Background: an optimization exercise with open tools, aiming at a short achievable clock period and few clock cycles. Do not read the settings as production practice.
Function was checked by simulation only, so behaviour that the tests miss may differ from the original.
No activity file was given, so power comes from the tool's default toggle rates.

==> design/flow/config.mk <==
export PLATFORM = sky130hd
export DESIGN_NAME = mips_core
export DESIGN_NICKNAME = mips_core
export VERILOG_FILES = /design/flow/design.v
export SDC_FILE = /design/flow/constraint.sdc
export NUM_CORES = 4
export LEC_CHECK = 0
export CAP_MARGIN = 20
export CELL_PAD_IN_SITES_DETAIL_PLACEMENT = 1
export CELL_PAD_IN_SITES_GLOBAL_PLACEMENT = 2
export CORE_MARGIN = 2
export CORE_UTILIZATION = 30
export PLACE_DENSITY = 0.45
export SETUP_SLACK_MARGIN = 3.5
export SLEW_MARGIN = 20
export TNS_END_PERCENT = 5
==> design/flow/constraint.sdc <==
create_clock -name core_clock -period 8.0 [get_ports {clock}]
set_input_delay 1.6000 -clock core_clock [delete_from_list [all_inputs] [get_ports {clock}]]
set_output_delay 1.6000 -clock core_clock [all_outputs]
set_load 0.01 [all_outputs]
==> design/flow/design.v <==
package mips_isa_pkg;
    localparam int OPCODE_W  = 6;
    localparam int REG_IDX_W = 5;
    localparam int SHAMT_W   = 5;
    localparam int FUNC_W    = 6;
    localparam int IMM_W     = 16;
    localparam int INDEX_W   = 26;
    typedef logic [31:0]          word_t;
    typedef logic [REG_IDX_W-1:0] reg_idx_t;
    typedef logic [OPCODE_W-1:0]  opcode_t;
    typedef logic [FUNC_W-1:0]    func_t;
    localparam opcode_t OP_RTYPE = 6'b000000;
    localparam opcode_t OP_ORI   = 6'b001101;
    localparam opcode_t OP_LUI   = 6'b001111;
    localparam opcode_t OP_ADDIU = 6'b001001;
    localparam opcode_t OP_SLTI  = 6'b001010;
    localparam opcode_t OP_LW    = 6'b100011;
    localparam opcode_t OP_SW    = 6'b101011;
    localparam opcode_t OP_BEQ   = 6'b000100;
    localparam opcode_t OP_J     = 6'b000010;
    localparam func_t FUNC_ADDU = 6'b100001;
    localparam func_t FUNC_SUBU = 6'b100011;
    localparam func_t FUNC_SLT  = 6'b101010;
    typedef struct packed {
        opcode_t              opcode;
        reg_idx_t             rs;
        reg_idx_t             rt;
        reg_idx_t             rd;
        logic [SHAMT_W-1:0]   shamt;      
        func_t                func;
    } instr_r_t;
    typedef struct packed {
        opcode_t              opcode;
        reg_idx_t             rs;
        reg_idx_t             rt;
        logic [IMM_W-1:0]     imm;
    } instr_i_t;
    typedef struct packed {
        opcode_t              opcode;
        logic [INDEX_W-1:0]   index;      
    } instr_j_t;
    typedef union packed {
        instr_r_t r;
        instr_i_t i;
        instr_j_t j;
    } instr_t;
endpackage
package core_pkg;
    typedef enum logic [2:0] {
        FETCH,
        FETCH_RELEASE,
        DECODE,
        EXECUTE,
        MEMORY,
        MEM_RELEASE,
        WRITEBACK
    } state_t;
    typedef enum logic [1:0] {
        ALU_SLT = 2'd0,      
        ALU_OR  = 2'd1,
        ALU_SUB = 2'd2,
        ALU_ADD = 2'd3
    } alu_mode_t;
    typedef enum logic [1:0] {
        EXT_ZERO  = 2'd0,    
        EXT_UPPER = 2'd1,    
        EXT_SIGN  = 2'd2
    } ext_mode_t;
    typedef enum logic [1:0] {
        PC_HOLD   = 2'd0,
        PC_STEP   = 2'd1,
        PC_BRANCH = 2'd2,    
        PC_JUMP   = 2'd3
    } pc_sel_t;
    typedef struct packed {
        alu_mode_t alu_mode;
        ext_mode_t ext_mode;
        logic      alu_b_imm;
        logic      reg_write;
        logic      wb_from_mem;      
        logic      wb_to_rd;
        logic      ir_load;
        logic      bus_data_phase;
        pc_sel_t   pc_sel;
    } ctrl_t;
    typedef struct packed {
        logic [31:0]         addr;
        logic                write;
        logic [31:0]         wdata;
    } bus_req_t;
    localparam logic [31:0] RESET_PC = 32'h0000_0000;
endpackage
module reg_file (
    input  logic        clock,
    input  logic        reset,
    input  logic [4:0]  rs_idx,
    input  logic [4:0]  rt_idx,
    input  logic        wr_en,
    input  logic [4:0]  wr_idx,
    input  logic [31:0] wr_data,
    input  logic        ld_en,
    input  logic [4:0]  ld_idx,
    input  logic [31:0] ld_data,
    output logic [31:0] rs_data,
    output logic [31:0] rt_data
);
    logic [31:0] regs [1:31];
    always_ff @(posedge clock)
    begin
        for (int i = 1; i < 32; i++)
        begin
            if (reset)
                regs[i] <= '0;
            else if (ld_en && ld_idx == 5'(i))
                regs[i] <= ld_data;
            else if (wr_en && wr_idx == 5'(i))
                regs[i] <= wr_data;
        end
    end
    assign rs_data = (rs_idx == '0) ? '0 : regs[rs_idx];
    assign rt_data = (rt_idx == '0) ? '0 : regs[rt_idx];
endmodule
module mips_core (
    input  logic        clock,
    input  logic        reset,
    input  logic        mem_ack,
    input  logic [31:0] mem_rdata,
    output logic        mem_req,
    output logic [31:0] bus_addr,
    output logic        bus_write,
    output logic [31:0] bus_wdata
);
    localparam int IW      = 5;          
    localparam int NL      = 1 << IW;
    localparam int TW      = 30 - IW;    
    localparam int PF_DIST = 32;         
    localparam logic [1:0] K_FETCH = 2'd0;
    localparam logic [1:0] K_LOAD  = 2'd1;
    localparam logic [1:0] K_STORE = 2'd2;
    localparam logic [1:0] K_PREF  = 2'd3;       
    logic        pend_q;         
    logic        started_q;      
    logic [31:0] baddr_q;
    logic        bwr_q;
    logic [31:0] bwdata_q;
    logic [1:0]  bkind_q;
    logic [4:0]  bld_rt_q;
    logic hs, bus_free;
    assign hs        = started_q & mem_ack;
    assign mem_req   = pend_q & (started_q | ~mem_ack);
    assign bus_free  = ~pend_q | hs;
    assign bus_addr  = baddr_q;
    assign bus_write = bwr_q;
    assign bus_wdata = bwdata_q;
    logic [31:0]   c_data [NL];
    logic [TW-1:0] c_tag  [NL];
    logic [NL-1:0] c_val;
    function automatic logic c_hit(input logic [31:0] a);
        c_hit = c_val[a[IW+1:2]] && (c_tag[a[IW+1:2]] == a[31:IW+2]);
    endfunction
    logic [NL-1:0] b_oh_q;
    logic          b_sthit_q;
    logic [31:0] pcf_q;          
    logic [NL-1:0] pcf_oh_q;     
    logic        fwait_q;        
    logic        lwait_q;        
    logic [31:0] pf_q;           
    logic        ev_q;           
    logic [31:0] e_a, e_b;       
    logic [31:0] e_bop;          
    logic        e_inv;          
    logic        e_sum, e_or, e_lt;   
    logic [15:0] e_imm;
    logic [4:0]  e_rt, e_widx;
    logic        e_we;           
    logic        e_lw, e_sw, e_bnp;
    logic [31:0] e_pc4;          
    logic [31:0] e_simm, e_res, e_addr, e_badd;
    logic        e_mem, e_stall, e_ret, e_wr, redirect, e_less;
    assign e_simm = {{16{e_imm[15]}}, e_imm};
    assign e_badd = e_bop ^ {32{e_inv}};
    assign e_addr = e_a + e_badd + {31'd0, e_inv};
    assign e_less = (e_a[31] ^ e_bop[31]) ? e_a[31] : e_addr[31];
    assign e_res  = ({32{e_sum}} & e_addr) |
                    ({32{e_or}}  & (e_a | {16'h0000, e_imm})) |
                    {31'd0, e_lt & e_less};
    assign e_mem    = e_lw | e_sw;
    assign e_stall  = ev_q & e_mem & ~bus_free;
    assign e_ret    = ev_q & ~e_stall;
    assign e_wr     = e_ret & e_we;                  
    assign redirect = ev_q & e_bnp & (e_a == e_b);
    logic [31:0] e_alt;
    assign e_alt = e_pc4 + {e_simm[29:0], 2'b00};
    logic        fetch_ret, hit_f, f_ok;
    logic [31:0] f_ir;
    assign fetch_ret = hs && bkind_q == K_FETCH;
    logic [31:0]   f_cd;
    logic [TW-1:0] f_ct;
    always_comb
    begin
        f_cd = '0;
        f_ct = '0;
        for (int i = 0; i < NL; i++)
        begin
            f_cd = f_cd | ({32{pcf_oh_q[i]}} & c_data[i]);
            f_ct = f_ct | ({TW{pcf_oh_q[i]}} & c_tag[i]);
        end
    end
    assign hit_f     = |(pcf_oh_q & c_val) && f_ct == pcf_q[31:IW+2];
    assign f_ir      = fetch_ret ? mem_rdata : f_cd;
    assign f_ok      = fwait_q ? fetch_ret : hit_f;
    logic [5:0]  f_op, f_fn;
    logic [4:0]  f_rs, f_rt, f_rd;
    logic [15:0] f_imm;
    assign f_op  = f_ir[31:26];
    assign f_rs  = f_ir[25:21];
    assign f_rt  = f_ir[20:16];
    assign f_rd  = f_ir[15:11];
    assign f_fn  = f_ir[5:0];
    assign f_imm = f_ir[15:0];
    logic f_r, f_addu, f_subu, f_slt, f_ori, f_lui, f_addiu, f_slti, f_lw, f_sw, f_beq, f_j;
    assign f_r     = (f_op == 6'h00);
    assign f_addu  = f_r && (f_fn == 6'h21);
    assign f_subu  = f_r && (f_fn == 6'h23);
    assign f_slt   = f_r && (f_fn == 6'h2A);
    assign f_ori   = (f_op == 6'h0D);
    assign f_lui   = (f_op == 6'h0F);
    assign f_addiu = (f_op == 6'h09);
    assign f_slti  = (f_op == 6'h0A);
    assign f_lw    = (f_op == 6'h23);
    assign f_sw    = (f_op == 6'h2B);
    assign f_beq   = (f_op == 6'h04);
    assign f_j     = (f_op == 6'h02);
    logic       f_we;
    logic [4:0] f_widx;
    assign f_widx = f_r ? f_rd : f_rt;
    assign f_we   = (f_addu | f_subu | f_slt | f_ori | f_lui | f_addiu | f_slti) && f_widx != 5'd0;
    logic [31:0] rf_a, rf_b, f_a, f_b;
    reg_file u_regs (
        .clock   (clock),
        .reset   (reset),
        .rs_idx  (f_rs),
        .rt_idx  (f_rt),
        .wr_en   (e_wr),
        .wr_idx  (e_widx),
        .wr_data (e_res),
        .ld_en   (hs && bkind_q == K_LOAD),
        .ld_idx  (bld_rt_q),
        .ld_data (mem_rdata),
        .rs_data (rf_a),
        .rt_data (rf_b)
    );
    assign f_a = (e_wr && f_rs == e_widx) ? e_res : rf_a;
    assign f_b = (e_wr && f_rt == e_widx) ? e_res : rf_b;
    logic [31:0] f_bop;
    always_comb
    begin
        if (f_r || f_beq)
            f_bop = f_b;
        else if (f_lui)
            f_bop = {f_imm, 16'h0000};
        else
            f_bop = {{16{f_imm[15]}}, f_imm};
    end
    logic hz;
    function automatic logic f_names(input logic [4:0] r);
        f_names = r != 5'd0 && (f_rs == r || f_rt == r || (f_r && f_rd == r));
    endfunction
    assign hz = (lwait_q && f_names(bld_rt_q)) || (ev_q && e_lw && f_names(e_rt));
    logic [31:0] f_pc4, f_jtgt, f_next;
    assign f_pc4   = pcf_q + 32'd4;
    assign f_jtgt  = {f_pc4[31:28], f_ir[25:0], 2'b00};
    assign f_next  = f_j ? f_jtgt : f_pc4;
    logic [NL-1:0] f_next_oh;
    assign f_next_oh = f_j ? NL'(1) << f_ir[IW-1:0] : {pcf_oh_q[NL-2:0], pcf_oh_q[NL-1]};
    logic f_adv;
    assign f_adv = f_ok & ~hz & ~e_stall & ~redirect;
    logic        hit_pf, pf_near, pf_try, pf_ret;
    logic [29:0] pf_ahead;
    assign hit_pf   = c_hit(pf_q);
    assign pf_ahead = pf_q[31:2] - pcf_q[31:2];
    assign pf_near  = pf_ahead <= 30'(PF_DIST);
    assign pf_ret   = hs && bkind_q == K_PREF && baddr_q == pcf_q;
    assign pf_try   = !lwait_q && !fwait_q && hit_f && !(f_lw || f_sw) &&
                      !(ev_q && e_mem) && !redirect && pf_near;
    logic        iss_mem, iss_miss, iss_pf, issue;
    logic [31:0] i_addr;
    logic [1:0]  i_kind;
    assign iss_mem  = e_ret && e_mem;
    assign iss_miss = !redirect && !fwait_q && !hit_f && bus_free && !pf_ret && !iss_mem;
    assign iss_pf   = pf_try && !hit_pf && bus_free;
    assign issue    = iss_mem | iss_miss | iss_pf;
    always_comb
    begin
        if (iss_mem)
        begin
            i_addr = e_addr;
            i_kind = e_sw ? K_STORE : K_LOAD;
        end
        else if (iss_miss)
        begin
            i_addr = pcf_q;
            i_kind = K_FETCH;
        end
        else
        begin
            i_addr = pf_q;
            i_kind = K_PREF;
        end
    end
    always_ff @(posedge clock)
    begin
        if (reset)
        begin
            pend_q    <= 1'b0;
            started_q <= 1'b0;
            pcf_q     <= 32'h0000_0000;
            pcf_oh_q  <= NL'(1);
            fwait_q   <= 1'b0;
            lwait_q   <= 1'b0;
            ev_q      <= 1'b0;
            c_val     <= '0;
        end
        else
        begin
            if (hs)
                started_q <= 1'b0;
            else if (mem_req && !mem_ack)
                started_q <= 1'b1;
            if (issue)
            begin
                pend_q   <= 1'b1;
                baddr_q  <= i_addr;
                bwr_q    <= iss_mem & e_sw;
                bwdata_q <= e_b;
                bkind_q  <= i_kind;
                bld_rt_q <= e_rt;
            end
            else
            begin
                if (hs)
                    pend_q <= 1'b0;
                if (redirect && bkind_q == K_FETCH)
                    bkind_q <= K_PREF;           
            end
            b_oh_q    <= NL'(1) << baddr_q[IW+1:2];
            b_sthit_q <= c_hit(baddr_q);
            for (int i = 0; i < NL; i++)
            begin
                if (hs && b_oh_q[i] && (bkind_q == K_FETCH || bkind_q == K_PREF))
                begin
                    c_val[i]  <= 1'b1;
                    c_tag[i]  <= baddr_q[31:IW+2];
                    c_data[i] <= mem_rdata;
                end
                else if (hs && b_oh_q[i] && bkind_q == K_STORE && b_sthit_q)
                    c_data[i] <= bwdata_q;
            end
            if (iss_mem && e_lw)
                lwait_q <= 1'b1;
            else if (hs && bkind_q == K_LOAD)
                lwait_q <= 1'b0;
            if (redirect)
            begin
                pcf_q   <= e_alt;
                pcf_oh_q <= NL'(1) << e_alt[IW+1:2];
                fwait_q <= 1'b0;
            end
            else
            begin
                if (f_adv)
                begin
                    pcf_q    <= f_next;
                    pcf_oh_q <= f_next_oh;
                end
                if (iss_miss)
                    fwait_q <= 1'b1;
                else if (fetch_ret)
                    fwait_q <= 1'b0;
            end
            if (iss_miss)
                pf_q <= i_addr;
            else if (pf_try && (hit_pf || bus_free))
                pf_q <= pf_q + 32'd4;
            ev_q <= f_adv | e_stall;
            if (!e_stall)
            begin
                e_a    <= f_a;
                e_b    <= f_b;
                e_bop  <= f_bop;
                e_inv  <= f_subu | f_slt | f_slti;
                e_sum  <= f_addu | f_subu | f_lui | f_addiu;
                e_or   <= f_ori;
                e_lt   <= f_slt | f_slti;
                e_imm  <= f_imm;
                e_rt   <= f_rt;
                e_widx <= f_widx;
                e_we   <= f_we;
                e_lw   <= f_lw;
                e_sw   <= f_sw;
                e_bnp  <= f_beq;
                e_pc4  <= f_pc4;
            end
        end
    end
endmodule
==> design/flow/run.sh <==
#!/bin/bash
# synth_recipe.tcl (not shown) runs the flow's synth.tcl, then flattens the netlist and writes it again
# the make line also repeats each setting of config.mk as NAME=value (left out here)
make -C /OpenROAD-flow-scripts/flow DESIGN_CONFIG=/design/flow/config.mk WORK_HOME=/design/flow/orfs CLKGATE_MAP_FILE= SYNTH_SCRIPT=/design/flow/synth_recipe.tcl finish
==> results of run 1 <==
## sequential cells by signal, indices dropped and copies added, names as in the netlist, 32 cells and up
name / cells
c_data: 1024
u_regs.regs: 992
c_tag: 800
b_oh_q: 32
baddr_q: 32
bwdata_q: 32
c_val: 32
e_a: 32
e_b: 32
e_bop: 32
e_pc4: 32
pcf_oh_q: 32
pcf_q: 32
pf_q: 32
## layout make-up
cell class | instances | area [um2]
diodes | 127 | 318
clock buffers | 555 | 11300
clock inverters | 188 | 2080
fillers | 61000 | 360000
inverters | 122 | 488
multi-input cells | 11500 | 80900
flip-flops and latches | 3216 | 85800
well taps | 7506 | 9390
repair buffers | 1406 | 14700
repair inverters | 1 | 7.51
## worst register-to-register path, stage by stage (launching register included)
cell	delay, ns
edfxtp_1	0.52
buf_4	0.27
or3b_2	0.62
nor2_4	0.67
buf_4	0.50
a22oi_1	0.17
nand4_1	0.10
a2111oi_0	0.07
nand4_1	0.20
o21ai_0	0.13
xor2_1	0.62
nand4_1	0.51
nor4_1	0.44
buf_4	0.21
## worst max path at each step
stage / start / to / cells past startpoint
CTS: pcf_oh_q[21] / e_bop[14] / 16
global placement: mem_ack / e_a[12] / 15
global route: e_inv / u_regs.regs[9][26] / 17
detailed placement: mem_ack / e_a[4] / 14
floorplan: reset / e_a[0] / 4
finish: baddr_q[4] / b_sthit_q / 13
## what timing repair did
action                                  in CTS  in global routing
gates resized for setup                    372                170
cloned                                      24                 15
buffers inserted                           246                 84
endpoints found under the setup margin    1762               1018
pin swaps                                   73                 62
## cell usage after synthesis, types with 118 or more instances
| master | n |
|---|---|
| o211ai_1 | 209 |
| dfxtp_1 | 1093 |
| a221oi_1 | 224 |
| nand3_1 | 607 |
| nor4_1 | 118 |
| buf_2 | 255 |
| xor2_1 | 132 |
| nor3_1 | 143 |
| o21ai_0 | 269 |
| and3_1 | 157 |
| a31oi_1 | 140 |
| buf_1 | 303 |
| a21oi_1 | 1089 |
| nand2_1 | 1167 |
| nand4_1 | 499 |
| edfxtp_1 | 2123 |
| a211oi_1 | 521 |
| nor2_1 | 1474 |
| a22oi_1 | 1742 |
| xnor2_1 | 183 |
| mux2_2 | 1083 |
| a22o_1 | 262 |
| clkbuf_1 | 1249 |
## per-layer routing
metal / vias up / GRT usage / part of all wire
met4: 47 / 0.361 / 0.095
met2: 14700 / 0.698 / 0.44
met1: 92000 / 0.541 / 0.36
met5: - / 0.000253 / 0.00041
met3: 4834 / 0.129 / 0.11
li1: 64700 / - / -
## stage by stage
stage / power (mW) / cell area (um2) / setup slack, ns / std cells
floorplan: 20.3 / 170000 / 3.15 / 16600
global placement: 22.6 / 184000 / 0.376 / 23300
detailed placement: 22.6 / 185000 / 0.464 / 23400
CTS: 41.9 / 203000 / 3.06 / 24400
global route: 42.7 / 205000 / 3.02 / 24500
finish: 42.2 / 205000 / 2.84 / 24600
## cell usage in the layout (no fill, tap or decap), types with 60 or more instances in the layout
cell type,Yosys,final
buf_6,9,61
ha_1,99,86
buf_4,16,954
xnor2_1,183,178
inv_1,117,110
a221oi_1,224,220
a21oi_1,1089,1064
nor3_1,143,121
clkbuf_16,0,421
a211oi_1,521,515
a211o_1,110,110
a22oi_1,1742,1714
nand2b_1,62,60
mux2i_1,65,63
nand3_1,607,604
xor2_1,132,125
a21o_1,94,93
dfxtp_1,1093,1053
diode_2,0,127
nor2_4,1,134
mux2_2,1083,1083
clkdlybuf4s50_1,0,66
o21ai_0,269,263
clkinv_2,0,64
and3_1,157,153
clkbuf_1,1249,101
o211ai_1,209,209
edfxtp_1,2123,2123
a22o_1,262,261
and2_4,1,97
nand4_1,499,499
buf_12,0,252
a222oi_1,117,117
nand2_1,1167,1115
nor2_1,1474,1329
a31oi_1,140,118
## kinds of logic (layout without fill, tap and decap cells)
kind of cell,after synthesis,in the layout,share of synthesized area
compound gates,5284,5287,0.221
simple gates,4584,4606,0.127
flops,3216,3216,0.504
buf+inv,1958,2272,0.0459
mux,1169,1169,0.0783
xor+xnor,316,316,0.0164
fa+ha+maj,101,101,0.00753
other cells,0,127,0
## power by group through the flow
stage | Sequential (mW) | Clock (mW) | Combinational, mW
4_1_cts | 18.1 | 19.3 | 4.42
6_report | 18.1 | 19.3 | 4.72
3_3_place_gp | 18.5 | 0 | 4.08
2_1_floorplan | 18.4 | 0 | 1.89
3_5_place_dp | 18.5 | 0 | 4.14
5_1_grt | 18.1 | 19.9 | 4.68
==> flow_summary.yaml, run 1 <==
status:
  status: "complete, no violations"
worst_setup_path:
  crit_type: "reg -> reg"
  cpPeakStageDelay_ns: 0.67
  path_max_fanout: 9
  start_kind: "flip-flop"
  r2r-end: "b_sthit_q"
  worstPathArrival_ns: 6.12
  regToRegStartpoint: "baddr_q[4]"
  path_buf_inv: 3
  path_delay_family: "simple AND/OR/NAND/NOR gates"
  r2r_slack_ns: 2.84
  cp.required_ns: 8.97
  worst_r2r_path_depth: 13
  cpMaxStageDelayCell: "nor2_4"
  end_kind: "flip-flop"
  crit_path_cell_trace: "buf_4 > or3b_2 > nor2_4 > buf_4 > a22oi_1 > nand4_1 > a2111oi_0 > nand4_1 > o21ai_0 > xor2_1 > nand4_1 > nor4_1 > buf_4"
power_and_ir_drop:
  p_sw_mw: 11.9
  leakagePower_nw: 67.3
  seqPwrFrac: 0.430
  p_int_mw: 30.2
  peakVddDrop_mv: 0.192
  swShare: 0.282
  comb_power_share: 0.112
  clkPwrFrac: 0.458
  pwr_density_cell_nw_per_um2: 206
synth:
  ys_seq_elements: 3216
  ys_top_cells_by_area: "edfxtp_1 38%, dfxtp_1 13%, a22oi_1 7.7%, mux2_2 7.2%, nor2_1 3.3%"
  yosysUniqueCellTypes: 112
  synthCells: 16600
  syn_avg_cell_area_um2: 10.2
  netlist.area_leader.share: 0.375
  synth_area_leader_cell: "edfxtp_1"
  synth_edf_count: 2123
  ys.warnings.count: 37
  yosysSeqAreaShare: 0.504
  async_flop_share: 0
  syn_area_um2: 170000
  ys.flop_type: "edfxtp_1"
  synthesis.nets: 16800
hold_path:
  hp-class: "reg -> reg"
  worstHoldEndpoint: "pcf_q[1]"
  min_from: "e_pc4[1]"
  holdPathStages: 2
timing:
  slew_headroom: 0.0880
  min_period_ns: 5.16
  setup_violations: 0
  hold_violations: 0
  clock_skew_ns: 0.0950
  tns_ns: 0
  holdWs_ns: 0.452
  worstMarginPinSlew_ns: 1.37
  slew_viol_final: 0
  fmax_ghz: 0.194
  rsz0062_at_grt: "true"
  fin_crit_sh: 0.644
floorplan:
  die_y_um: 757
  initial_utilization: 0.301
  placementRows: 276
  core_um2: 565000
  fp.dieW_um: 757
  die_area_um2: 572000
  pin_count: 101
layout:
  layout-drive-gt1-share: 0.223
  final_nets: 16800
  final_core_util: 0.363
  area_growth_pct: 20.6
place:
  dpl.hpwl_um: 850000
  io_buffers: 100
  gp_congestion: 0.988
clock_tree:
  cts.clk_slew.worst_paths_ns: 0.06
  cts-buffers-inserted: 403
  cts_tree: "built"
  clk_path_buf_depth: 4
  htreeDepth: 5
  root_buffer: "clkbuf_16"
  cts.sinks: 3216
  holdBufCountCts: 0
  clkLatencyLatePin_ns: 1.11
routing:
  drt_iter0_markers: 29000
  wl_um: 1370000
  vias: 176000
  routedWlPerCell_um: 55.7
  vias_per_cell: 7.17
  drc_errors: 0
  postRouteAntennaNets: 0
  firstDrtPassIters: 9
global_route:
  antenna_found_initial: 145
  grt_max_degree: 159
  grt_pass1_wl_um: 1740000
  grt.total_usage: 0.457
  grt-ovfl-total: 0
  grt_pass1_vias: 166000
job:
  max-cap-violations: 0
Testbench counts, summed over its fixed seeds: cycles 44,564.
==> run 2: changes to the inputs <==
--- a/design/flow/design.v
+++ b/design/flow/design.v
@@ -280,5 +280,6 @@
     assign hit_pf   = c_hit(pf_q);
     assign pf_ahead = pf_q[31:2] - pcf_q[31:2];
-    assign pf_near  = pf_ahead <= 30'(PF_DIST);
+    always_ff @(posedge clock)
+        pf_near <= pf_ahead < 30'(PF_DIST);
     assign pf_ret   = hs && bkind_q == K_PREF && baddr_q == pcf_q;
     assign pf_try   = !lwait_q && !fwait_q && hit_f && !(f_lw || f_sw) &&
@@ -328,7 +329,7 @@
             else if (mem_req && !mem_ack)
                 started_q <= 1'b1;
-            if (issue)
+            if (bus_free)
             begin
-                pend_q   <= 1'b1;
+                pend_q   <= issue;
                 baddr_q  <= i_addr;
                 bwr_q    <= iss_mem & e_sw;
@@ -337,11 +338,6 @@
                 bld_rt_q <= e_rt;
             end
-            else
-            begin
-                if (hs)
-                    pend_q <= 1'b0;
-                if (redirect && bkind_q == K_FETCH)
-                    bkind_q <= K_PREF;           
-            end
+            else if (redirect && bkind_q == K_FETCH)
+                bkind_q <= K_PREF;               
             b_oh_q    <= NL'(1) << baddr_q[IW+1:2];
             b_sthit_q <= c_hit(baddr_q);
==> flow_summary.yaml, run 2 <==
synth:
  synthCells: 16400
  ys_seq_elements: 3217
  syn_area_um2: 168000
  yosysSeqAreaShare: 0.510
  yosysUniqueCellTypes: 100
  async_flop_share: 0
  ys.flop_type: "edfxtp_1"
  synth_common_cells: "2,123 x edfxtp_1, 1,859 x a22oi_1, 1,558 x nor2_1"
  synthesis.nets: 16600
  netlist.area_leader.share: 0.380
  synth_most_common_cell: "edfxtp_1"
  syn_avg_cell_area_um2: 10.2
  synth_area_leader_cell: "edfxtp_1"
  ys_top_cells_by_area: "edfxtp_1 38%, dfxtp_1 13%, a22oi_1 8.3%, mux2_2 7.1%, nor2_1 3.5%"
  ys.warnings.count: 37
  synth_edf_count: 2123
routing:
  wl_um: 1380000
  routedWlPerCell_um: 55.7
  drt_iter0_markers: 30600
  firstDrtPassIters: 10
  vias: 177000
  vias_per_cell: 7.15
  postRouteAntennaNets: 0
  drc_errors: 0
clock_tree:
  cts.clk_slew.worst_paths_ns: 0.06
  clk_path_buf_depth: 4
  cts_tree: "built"
  cts.sinks: 3217
  root_buffer: "clkbuf_16"
  htreeDepth: 5
  cts-buffers-inserted: 401
  clkLatencyLatePin_ns: 1.13
timing:
  fmax_ghz: 0.198
  slew_viol_final: 0
  setup_violations: 0
  slew_headroom: 0.120
  tns_ns: 0
  min_period_ns: 5.04
  fin_crit_sh: 0.630
  layout_setup_ws_ns: 2.96
  worstMarginPinSlew_ns: 1.32
  clock_skew_ns: 0.0998
  rsz0062_at_grt: "true"
  hold_violations: 0
place:
  io_buffers: 100
  dpl.hpwl_um: 838000
  gp_congestion: 0.994
  pre_cts_ws_ns: 0.424
layout:
  largest_reg_flops: 1024
  reg_top3: "c_data (1024), u_regs.regs (992), c_tag (800)"
  layout_common_cells: "2,123 x edfxtp_1, 1,769 x a22oi_1, 1,406 x nor2_1, 1,258 x nand2_1, 1,186 x buf_4"
  area_growth_pct: 25.0
  final_nets: 17000
  regMostFlops: "c_data"
  layout-drive-gt1-share: 0.254
  final_common_cell: "edfxtp_1"
power_and_ir_drop:
  peakVddDrop_mv: 0.190
  swShare: 0.291
  p_int_mw: 30.3
  seqPwrFrac: 0.425
  p_total_mw: 42.8
  clkPwrFrac: 0.449
  pwr_density_cell_nw_per_um2: 204
  leakagePower_nw: 69.3
  p_sw_mw: 12.5
  comb_power_share: 0.127
worst_setup_path:
  crit_type: "reg -> reg"
  cp.required_ns: 8.78
  end_kind: "flip-flop"
  worstPathArrival_ns: 5.82
  path_max_fanout: 24
  start_kind: "flip-flop"
global_route:
  grt-ovfl-total: 0
  grt_max_degree: 170
  grt_pass1_wl_um: 1750000
  grt.total_usage: 0.467
  antenna_found_initial: 149
  grt_pass1_vias: 166000
floorplan:
  die_y_um: 752
  die_area_um2: 566000
  placementRows: 274
  fp.dieW_um: 752
  core_um2: 557000
  initial_utilization: 0.301
  pin_count: 101
status:
  status: "complete, no violations"
job:
  max-cap-violations: 0
hold_path:
  hp-class: "reg -> reg"
[run 2: cell count changes after synthesis, sizes merged, moves of 104 or more]
cell	delta
a211o	-104
buf	-185
a22oi	+115
clkbuf	+166
nand2	+150
o211ai	+174
o21ai	-117
nand3	-187
o32ai	+137
[run 2: routing by layer]
metal | vias to the layer above | track usage | wire, um
met5 | - | 0.0000842 | 537
met4 | 80 | 0.372 | 137000
met3 | 5002 | 0.152 | 161000
met2 | 15400 | 0.698 | 590000
met1 | 92000 | 0.549 | 494000
li1 | 64700 | - | -
[run 2: cell type report]
| type | instances | area, um2 |
|---|---|---|
| well taps | 7452 | 9320 |
| clock buffers | 528 | 11000 |
| clock inverters | 219 | 2220 |
| inverters | 109 | 430 |
| fillers | 60000 | 347000 |
| diodes | 117 | 293 |
| flip-flops and latches | 3217 | 85800 |
| repair buffers | 1851 | 20100 |
| multi-input cells | 11300 | 80700 |
[run 2: stage by stage]
stage	std cells	hold WS, ns	utilization	area [um2]
floorplan	16400	0.442	-	168000
global placement	23100	0.454	0.327	182000
detailed placement	23100	0.456	0.328	183000
CTS	24500	0.425	0.369	206000
global route	24700	0.440	0.376	210000
finish	24800	0.431	0.377	210000
[run 2: cell families after synthesis]
kind of cell | synth area share
simple gates | 0.127
flops | 0.510
buf+inv | 0.0447
compound gates | 0.217
fa+ha+maj | 0.00754
mux | 0.0769
xor+xnor | 0.0170
[run 2: power by group through the flow]
stage | Sequential (mW) | Clock, mW | Combinational, mW
2_1_floorplan | 18.5 | 0 | 2.02
3_3_place_gp | 18.5 | 0 | 4.44
3_5_place_dp | 18.5 | 0 | 4.50
4_1_cts | 18.2 | 19.2 | 4.96
5_1_grt | 18.2 | 19.7 | 5.38
6_report | 18.2 | 19.2 | 5.42
[run 2: timing repair]
item / 4_1_cts / 5_1_grt
setup buffers: 586 / 143
resized for setup: 644 / 408
pin swaps: 198 / 166
endpoints found under the setup margin: 1614 / 1055
hold buffers: 0 / 0
cloned: 58 / 20
[run 2: path summary, 6_finish.rpt]
kind,end,slack (ns),from,depth (start not counted)
max,e_a[24],2.96,pcf_oh_q[16],15
min,bwdata_q[26],0.43,e_b[26],0
max reg2reg,e_a[24],2.96,pcf_oh_q[16],15
min reg2reg,bwdata_q[26],0.43,e_b[26],0
[run 2: worst max-delay path: stages (launching register included)]
cell,delay [ns]
dfxtp_4,0.44
buf_12,0.18
buf_16,0.19
a22oi_1,0.27
nand4_1,0.22
nor4_4,0.49
buf_8,0.24
a21oi_4,0.15
buf_12,0.20
and3_4,0.26
and2_2,0.59
a222oi_1,0.47
nand3_1,0.12
or4_1,0.54
nand3_1,0.13
o21ai_0,0.08
Testbench counts of run 2, summed over its fixed seeds: cycles 44,641.
==> run 3: changes to the inputs <==
--- a/design/flow/design.v
+++ b/design/flow/design.v
@@ -171,4 +171,8 @@
     logic        e_inv;          
     logic        e_sum, e_or, e_lt;   
+    logic        e_fa, e_fb, e_fbop;  
+    logic        wb_v_q;
+    logic [4:0]  wb_idx_q;
+    logic [31:0] wb_res_q;
     logic [15:0] e_imm;
     logic [4:0]  e_rt, e_widx;
@@ -178,10 +182,14 @@
     logic [31:0] e_simm, e_res, e_addr, e_badd;
     logic        e_mem, e_stall, e_ret, e_wr, redirect, e_less;
+    logic [31:0] ea, eb, ebop;
+    assign ea     = e_fa   ? wb_res_q : e_a;
+    assign eb     = e_fb   ? wb_res_q : e_b;
+    assign ebop   = e_fbop ? wb_res_q : e_bop;
     assign e_simm = {{16{e_imm[15]}}, e_imm};
-    assign e_badd = e_bop ^ {32{e_inv}};
-    assign e_addr = e_a + e_badd + {31'd0, e_inv};
-    assign e_less = (e_a[31] ^ e_bop[31]) ? e_a[31] : e_addr[31];
+    assign e_badd = ebop ^ {32{e_inv}};
+    assign e_addr = ea + e_badd + {31'd0, e_inv};
+    assign e_less = (ea[31] ^ ebop[31]) ? ea[31] : e_addr[31];
     assign e_res  = ({32{e_sum}} & e_addr) |
-                    ({32{e_or}}  & (e_a | {16'h0000, e_imm})) |
+                    ({32{e_or}}  & (ea | {16'h0000, e_imm})) |
                     {31'd0, e_lt & e_less};
     assign e_mem    = e_lw | e_sw;
@@ -189,5 +197,5 @@
     assign e_ret    = ev_q & ~e_stall;
     assign e_wr     = e_ret & e_we;                  
-    assign redirect = ev_q & e_bnp & (e_a == e_b);
+    assign redirect = ev_q & e_bnp & (ea == eb);
     logic [31:0] e_alt;
     assign e_alt = e_pc4 + {e_simm[29:0], 2'b00};
@@ -242,7 +250,7 @@
         .rs_idx  (f_rs),
         .rt_idx  (f_rt),
-        .wr_en   (e_wr),
-        .wr_idx  (e_widx),
-        .wr_data (e_res),
+        .wr_en   (wb_v_q),
+        .wr_idx  (wb_idx_q),
+        .wr_data (wb_res_q),
         .ld_en   (hs && bkind_q == K_LOAD),
         .ld_idx  (bld_rt_q),
@@ -251,6 +259,9 @@
         .rt_data (rf_b)
     );
-    assign f_a = (e_wr && f_rs == e_widx) ? e_res : rf_a;
-    assign f_b = (e_wr && f_rt == e_widx) ? e_res : rf_b;
+    logic f_fa, f_fb;
+    assign f_fa = e_wr && f_rs == e_widx;
+    assign f_fb = e_wr && f_rt == e_widx;
+    assign f_a  = (wb_v_q && f_rs == wb_idx_q) ? wb_res_q : rf_a;
+    assign f_b  = (wb_v_q && f_rt == wb_idx_q) ? wb_res_q : rf_b;
     logic [31:0] f_bop;
     always_comb
@@ -321,4 +332,5 @@
             lwait_q   <= 1'b0;
             ev_q      <= 1'b0;
+            wb_v_q    <= 1'b0;
             c_val     <= '0;
         end
@@ -334,5 +346,5 @@
                 baddr_q  <= i_addr;
                 bwr_q    <= iss_mem & e_sw;
-                bwdata_q <= e_b;
+                bwdata_q <= eb;
                 bkind_q  <= i_kind;
                 bld_rt_q <= e_rt;
@@ -379,4 +391,10 @@
             else if (pf_try && (hit_pf || bus_free))
                 pf_q <= pf_q + 32'd4;
+            wb_v_q <= e_wr;
+            if (e_ret)
+            begin
+                wb_idx_q <= e_widx;
+                wb_res_q <= e_res;
+            end
             ev_q <= f_adv | e_stall;
             if (!e_stall)
@@ -385,4 +403,7 @@
                 e_b    <= f_b;
                 e_bop  <= f_bop;
+                e_fa   <= f_fa;
+                e_fb   <= f_fb;
+                e_fbop <= f_fb & (f_r | f_beq);
                 e_inv  <= f_subu | f_slt | f_slti;
                 e_sum  <= f_addu | f_subu | f_lui | f_addiu;
==> flow_summary.yaml, run 3 <==
layout:
  layout-drive-gt1-share: 0.247
  fillers: 60000
  layout_common_cells: "2,163 x edfxtp_1, 1,853 x a22oi_1, 1,220 x nor2_1, 1,104 x mux2_2, 1,101 x buf_4"
  final_nets: 15700
  largest_reg_flops: 1024
  final_common_cell: "edfxtp_1"
  fin_area_um2: 206000
  reg_top3: "c_data (1024), u_regs.regs (992), c_tag (800)"
  area_growth_pct: 20.9
  regMostFlops: "c_data"
timing:
  worstMarginPinSlew_ns: 1.32
  setup_violations: 0
  hold_violations: 0
  fin_crit_sh: 0.616
  min_period_ns: 4.93
  slew_headroom: 0.0920
  layout_setup_ws_ns: 3.07
  clock_skew_ns: 0.102
  tns_ns: 0
  slew_viol_final: 0
  fmax_ghz: 0.203
  rsz0062_at_grt: "true"
synth:
  syn_area_um2: 171000
  ys.flop_type: "edfxtp_1"
  ys.warnings.count: 37
  synthesis.nets: 15400
  synthCells: 15300
  async_flop_share: 0
  synth-simple-area-share: 0.0873
  synth_edf_count: 2163
  ys_seq_elements: 3258
  ys_top_cells_by_area: "edfxtp_1 38%, dfxtp_1 13%, a22oi_1 8.3%, mux2_2 7.3%, mux2i_1 6.3%"
  yosysUniqueCellTypes: 97
  synth_common_cells: "2,163 x edfxtp_1, 1,886 x a22oi_1, 1,331 x nor2_1"
  synth_area_leader_cell: "edfxtp_1"
  synth_xor_area_frac: 0.0170
  syn_avg_cell_area_um2: 11.2
  netlist.area_leader.share: 0.381
  yosysSeqAreaShare: 0.510
  synth_most_common_cell: "edfxtp_1"
  synth_fa_ha_area_frac: 0.00743
  synth_top_family_by_area: "compound AO/OA/AOI/OAI gates"
  synthMuxAreaShare: 0.139
  synth_compound_area_frac: 0.195
worst_setup_path:
  r2r-end: "e_a[30]"
  regToRegStartpoint: "pcf_oh_q[3]"
  end_kind: "flip-flop"
  path_buf_inv: 6
  crit_path_cell_trace: "buf_4 > buf_4 > a22oi_1 > nand4_1 > nor4_1 > buf_4 > a21oi_2 > buf_4 > or2_4 > nor2_4 > buf_6 > buf_4 > a222oi_1 > nand3_1 > nor4_4 > o31ai_1"
  cp_num_cells: 16
  cp_common_cell: "buf_4"
  worstPathArrival_ns: 5.71
  r2r_slack_ns: 3.07
  cpMaxStageDelayCell: "a222oi_1"
  cp.required_ns: 8.77
  start_kind: "flip-flop"
  worst_r2r_path_depth: 16
  path_delay_family: "buffers and inverters"
  crit_type: "reg -> reg"
  path_max_fanout: 17
  cpPeakStageDelay_ns: 0.57
clock_tree:
  root_buffer: "clkbuf_16"
  cts.clk_slew.worst_paths_ns: 0.06
  cts-buffers-inserted: 405
  clkLatencyLatePin_ns: 1.13
  clk_path_buf_depth: 4
  cts.sinks: 3258
  htreeDepth: 5
  cts_tree: "built"
  holdBufCountCts: 0
global_route:
  antenna_found_initial: 102
  grt_max_degree: 187
  grt_pass1_vias: 158000
  grt_pass1_wl_um: 1680000
  grt.total_usage: 0.441
  grt-ovfl-total: 0
floorplan:
  initial_utilization: 0.301
  placementRows: 276
  die_y_um: 758
  fp.dieW_um: 758
  core_um2: 566000
  die_area_um2: 574000
  pin_count: 101
hold_path:
  hp-class: "reg -> reg"
  holdPathStages: 1
  worstHoldEndpoint: "pcf_q[0]"
  min_from: "e_pc4[0]"
routing:
  drc_errors: 0
  vias_per_cell: 6.98
  postRouteAntennaNets: 0
  drt_iter0_markers: 26700
  vias: 164000
  wl_um: 1310000
  firstDrtPassIters: 13
  routedWlPerCell_um: 56.1
place:
  gp_congestion: 0.974
  place_area_um2: 184000
  pre_cts_ws_ns: 1.11
  io_buffers: 100
  dpl.hpwl_um: 798000
power_and_ir_drop:
  peakVddDrop_mv: 0.181
  p_total_mw: 41.9
  pwr_density_cell_nw_per_um2: 203
  leakagePower_nw: 71.3
status:
  status: "complete, no violations"
job:
  max-cap-violations: 0
## run 3: changes by cell type in the layout (fill, tap and decap cells not counted), sizes merged, moves of 80 or more
cell	previous run	this run
a21oi	1121	288
o32ai	149	12
o211ai	383	26
a22o	207	287
mux2i	41	1071
buf	1753	1474
nor2	1562	1332
nand3	421	166
a221oi	162	285
a211oi	482	1011
nand2	1317	539
and3	166	58
## run 3: worst max path at each step
stage | from | to | slack (ns)
finish | pcf_oh_q[3] | e_a[30] | 3.07
global placement | mem_ack | e_a[3] | 1.13
detailed placement | mem_ack | e_bop[14] | 1.11
global route | pcf_q[21] | pf_near | 3.20
CTS | e_fbop | wb_res_q[28] | 3.30
floorplan | pf_q[2] | pf_q[10] | 2.70
## run 3: kinds of logic (layout without fill, tap and decap cells)
group           Yosys count  in the layout
simple gates           3120           3147
mux                    2200           2200
flops                  3258           3258
buf+inv                1813           2398
fa+ha+maj               100            100
compound gates         4434           4435
xor+xnor                331            331
other cells               0             50
## run 3: through the flow
step / cells / util / hold slack, ns
floorplan: 15300 / - / 0.432
global placement: 22000 / 0.324 / 0.460
detailed placement: 22000 / 0.325 / 0.463
CTS: 23300 / 0.363 / 0.491
global route: 23400 / 0.364 / 0.504
finish: 23400 / 0.365 / 0.487
## run 3: report_power, final
group	leakage, nW	internal [mW]	switching, mW	total, mW
clock	6.43	10.7	8.41	19.1
sequential	28.6	18.2	0.167	18.4
combinational	36.2	1.34	3.09	4.43
total	71.3	30.3	11.7	41.9
## run 3: final cells by class
class | count | area, um2 | share of cell area
Antenna cell | 50 | 125 | 0.000607
Clock buffer | 535 | 11100 | 0.0537
Clock inverter | 215 | 2100 | 0.0102
Inverter | 97 | 387 | 0.00188
Multi-Input combinational cell | 10200 | 80600 | 0.391
Sequential cell | 3258 | 87000 | 0.422
Tap cell | 7506 | 9390 | 0.0455
Timing Repair Buffer | 1551 | 15500 | 0.0753
## run 3: metal layers
layer	vias to the layer above	share of wire	track usage
li1	60800	-	-
met1	86000	0.37	0.526
met2	12400	0.44	0.682
met3	4325	0.096	0.110
met4	42	0.095	0.338
met5	-	0.00021	0
## run 3: timing repair
action	CTS	global route
setup buffers	503	52
endpoints found under the hold margin	0	0
gates cloned	42	3
resized for setup	533	100
endpoints found under the setup margin	1617	270
pin swaps	193	48
Testbench counts of run 3, summed over its fixed seeds: cycles 44,641.

afterwards: timing with drivers on the ports:
The results above use ideal ports. As a check the final layouts listed here were re-extracted and re-timed, cells and wires unchanged. Step 1 sets driving cells, clkbuf_16 on the clock port and buf_2 on the other inputs (assumed; they add their load-dependent delay and slew). Step 2 adds t to the input delays and takes it off the output delays; t is the mean of the earliest and latest rising clock arrival at the registers after step 1. Input paths then give back, and output paths get back, about the clock's delay inside the block. a / b / c = ideal ports / drivers / drivers and shift; a / b = the first two.
| run | shift t [ns] | setup slack, ns | worst hold slack (ns) | worst register clock-pin slew, ns | pins driven straight from the clock port |
|---|---|---|---|---|---|
| run 1 | 1.199 | 2.845 / 2.845 / 1.945 | 0.452 / 0.452 / 0.452 | 0.08 / 0.08 | 1 |
| run 2 | 1.214 | 2.961 / 2.961 / 2.127 | 0.431 / 0.431 / 0.431 | 0.07 / 0.07 | 1 |
| run 3 | 1.224 | 3.069 / 3.069 / 2.100 | 0.487 / 0.487 / 0.487 | 0.08 / 0.08 | 1 |
After both steps setup and hold are still met in every run listed. For run 3, which loses most, drivers alone change the setup slack by 0.000 ns; drivers and shift together by -0.969 ns.
